Context: an optimization exercise on an open-source flow, tuned for small area, a short achievable clock period and few clock cycles per item. The choices shown serve that exercise and are no tape-out recipe. In this exercise RTL edits were held to simulation tests only and were not proved equivalent to the original.

==> nickel: inputs <==
==> flow/design.v (excerpt) <==
module taylor_cos
(
   input  logic         clock,
   input  logic         reset,
   input  logic         start,
   input  logic [W-1:0] angle_in,
   output logic         ready_out,
   output logic [W-1:0] cos_out
);
   logic [4:0]  step_q;     
   logic        ready_q;
   logic [24:0] a_q;        
   logic [24:0] b_q;        
   logic        idle;
   logic        accept;
   logic [24:0] s_row;
   logic [24:0] mul_p;
   logic [3:0]  t;
   logic [24:0] acc4;
   logic [23:0] x;
   assign x = a_q[23:0];
   assign idle   = ~|step_q;
   assign accept = idle & start;
   fxp_mul u_mul (
      .a_in (a_q[23:0]),
      .b_in (b_q),
      .s_in (s_row),
      .p_c  (mul_p)
   );
   always_comb begin
      s_row = {{24{b_q[23]}} & b_q[23:0], 1'b0};
      if (step_q[1]) s_row = 25'h1ffd27d;    
      if (step_q[2]) s_row = 25'h0055555;    
      if (step_q[3]) s_row = 25'h1c00000;    
      if (step_q[4]) s_row = 25'h0800000;    
   end
   logic [4:0] c;
   assign c[0] = x >= 24'd2897;
   assign c[1] = x >= 24'd5931643;
   assign c[2] = x >= 24'd8388609;
   assign c[3] = x >= 24'd10273906;
   assign c[4] = x >= 24'd11863284;
   assign t[3] = 1'b0;
   assign t[2] = c[3];
   assign t[1] = c[1] & ~c[3];
   assign t[0] = (c[0] & ~c[1]) | (c[2] & ~c[3]) | c[4];
   assign acc4 = 25'd208 - {21'd0, t};
   always_ff @(posedge clock or posedge reset) begin
      if (reset) begin
         step_q  <= 5'd0;
         ready_q <= 1'b0;
      end else begin
         step_q <= {step_q[3:0], accept};
  ...
==> module taylor_cos, before the edit <==
module taylor_cos
(
   input  logic         clock,
   input  logic         reset,
   input  logic         start,
   input  logic [W-1:0] angle_in,
   output logic         ready_out,
   output logic [W-1:0] cos_out
);
   logic [4:0]  step_q;     
   logic        ready_q;
   logic [24:0] a_q;        
   logic [24:0] b_q;        
   logic        idle;
   logic        accept;
   logic [24:0] s_row;
   logic [24:0] mul_p;
   logic [3:0]  t;
   logic [24:0] acc4;
   logic [23:0] x;
   assign x = a_q[23:0];
   assign idle   = ~|step_q;
   assign accept = idle & start;
   fxp_mul u_mul (
      .a_in (a_q[23:0]),
      .b_in (b_q),
      .s_in (s_row),
      .p_c  (mul_p)
   );
   always_comb begin
      s_row = {{24{b_q[23]}} & b_q[23:0], 1'b0};
      if (step_q[1]) s_row = 25'h1ffd27d;    
      if (step_q[2]) s_row = 25'h0055555;    
      if (step_q[3]) s_row = 25'h1c00000;    
      if (step_q[4]) s_row = 25'h0800000;    
   end
   logic [4:0] c;
   assign c[0] = x >= 24'd2897;
   assign c[1] = x >= 24'd5931643;
   assign c[2] = x >= 24'd8388609;
   assign c[3] = x >= 24'd10273906;
   assign c[4] = x >= 24'd11863284;
   assign t[3] = 1'b0;
   assign t[2] = c[3];
   assign t[1] = c[1] & ~c[3];
   assign t[0] = (c[0] & ~c[1]) | (c[2] & ~c[3]) | c[4];
   assign acc4 = 25'd208 - {21'd0, t};
   always_ff @(posedge clock or posedge reset) begin
      if (reset) begin
         step_q  <= 5'd0;
         ready_q <= 1'b0;
      end else begin
         step_q <= {step_q[3:0], accept};
         if (accept)         ready_q <= 1'b0;
         else if (step_q[4]) ready_q <= 1'b1;
      end
   end
   always_ff @(posedge clock) begin
      if (accept) begin
         a_q   <= {1'b0, angle_in};
         b_q   <= {1'b0, angle_in};
      end else if (step_q[0]) begin
         a_q <= acc4;
         b_q <= mul_p;
      end else if (!idle) begin
         a_q <= mul_p;
      end
   end
   assign ready_out = ready_q;
   assign cos_out   = a_q[24] ? {W{1'b0}} : a_q[W-1:0];
endmodule
clock: 12.0 ns
lec_check: 0
abc_area: 1
cap_margin: 20
core_margin: 2
core_utilization: 40
slew_margin: 20
synth_hierarchical: 1
standard.sh (not shown) runs the stock make flow with config.mk's settings and CLKGATE_MAP_FILE= SYNTH_SCRIPT=/design/flow/synth_recipe.tcl, a recipe that flattens the netlist after the stock synthesis.
==> flow/flow/run.sh <==
#!/bin/bash
set -euo pipefail
bash standard.sh SETUP_SLACK_MARGIN=5.65 "BUFFER_PORTS_ARGS=-buffer_cell sky130_fd_sc_hd__buf_1" finish > flow.log 2>&1
==> raven: changes against nickel <==
==> flow/run.sh (new file) <==
#!/bin/bash
# synth_recipe.tcl (not shown) runs the flow's synth.tcl, then flattens the netlist and writes it again
# the make line also repeats each setting of config.mk as NAME=value (left out here)
make -C /OpenROAD-flow-scripts/flow DESIGN_CONFIG=/design/flow/config.mk WORK_HOME=/design/flow/orfs CLKGATE_MAP_FILE= SYNTH_SCRIPT=/design/flow/synth_recipe.tcl finish
- SETUP_SLACK_MARGIN: default -> 5
removed: flow/flow/run.sh
removed: flow/standard.sh
==> pepper: changes against nickel <==
--- a/flow/design.v
+++ b/flow/design.v
@@ -2289,5 +2289,5 @@
       if (step_q[4]) s_row = 25'h0800000;    
    end
-   logic [4:0] c;
+   logic [7:0] c;
    assign c[0] = x >= 24'd2897;
    assign c[1] = x >= 24'd5931643;
@@ -2295,8 +2295,11 @@
    assign c[3] = x >= 24'd10273906;
    assign c[4] = x >= 24'd11863284;
-   assign t[3] = 1'b0;
-   assign t[2] = c[3];
-   assign t[1] = c[1] & ~c[3];
-   assign t[0] = (c[0] & ~c[1]) | (c[2] & ~c[3]) | c[4];
+   assign c[5] = x >= 24'd13263555;
+   assign c[6] = x >= 24'd14529496;
+   assign c[7] = x >= 24'd15693649;
+   assign t[3] = c[7];
+   assign t[2] = c[3] & ~c[7];
+   assign t[1] = (c[1] & ~c[3]) | (c[5] & ~c[7]);
+   assign t[0] = (c[0] & ~c[1]) | (c[2] & ~c[3]) | (c[4] & ~c[5]) | (c[6] & ~c[7]);
    assign acc4 = 25'd208 - {21'd0, t};
    always_ff @(posedge clock or posedge reset) begin
==> flow/flow/run.sh (replaced) <==
#!/bin/bash
set -euo pipefail
bash standard.sh SETUP_SLACK_MARGIN=5.5 "BUFFER_PORTS_ARGS=-buffer_cell sky130_fd_sc_hd__buf_1" finish > flow.log 2>&1
==> results.ini <==
[layout]
area_growth_pct=8.152
drive_gt1_frac=0.07176

[setup_path]
rrSetupSlack_ns=5.23
critPathMaxFanout=24

[cts]
clock_latency_ns=0.32

[placed_design]
place_hpwl_um=43500

[synthesis]
syn-cell-area_um2=17540

[outcome]
status=finished clean

[route]
wl_met3_um=5250

[floorplanning]
die_area_um2=45550

(the above is from raven)
==> results.ini <==
[route]
wl_met3_um=5486

[setup_path]
critPathMaxFanout=15

[layout]
area_growth_pct=12.32
drive_gt1_frac=0.1305

[outcome]
status=finished clean

[synthesis]
syn-cell-area_um2=17540

(the above is from nickel)
==> results.ini <==
[layout]
area_growth_pct=9.109

[setup_path]
rrSetupSlack_ns=5.76

[outcome]
status=finished clean

[cts]
clock_latency_ns=0.33

[floorplanning]
die_area_um2=46130

(the above is from pepper)
Testbench counts of nickel, summed over its fixed seeds: cycles 3,072, items 512.
Testbench counts of raven, summed over its fixed seeds: cycles 3,072, items 512.
Testbench counts of pepper, summed over its fixed seeds: cycles 3,072, items 512.

## port drivers added, routing unchanged
Ports are ideal in the flow. The routed layouts listed here were re-timed in OpenROAD.
Step 1 assumes that a clkbuf_16 drives the clock port and a buf_2 every other input.
Step 2 also shifts input and output timing later by t, the mid clock arrival at the registers, as if the neighbouring blocks saw the same clock.
a / b / c = no drivers / after step 1 / after step 2; a / b = the first two.
run	t, ns	setup slack, ns	hold slack, ns	worst register clock-pin slew, ns
nickel	0.364	5.791 / 5.791 / 5.791	0.442 / 0.442 / 0.442	0.08 / 0.08
raven	0.365	5.234 / 5.234 / 5.234	0.450 / 0.450 / 0.450	0.08 / 0.08
pepper	0.366	5.764 / 5.764 / 5.764	0.458 / 0.458 / 0.458	0.09 / 0.09
After both steps setup and hold are still met in every run listed.
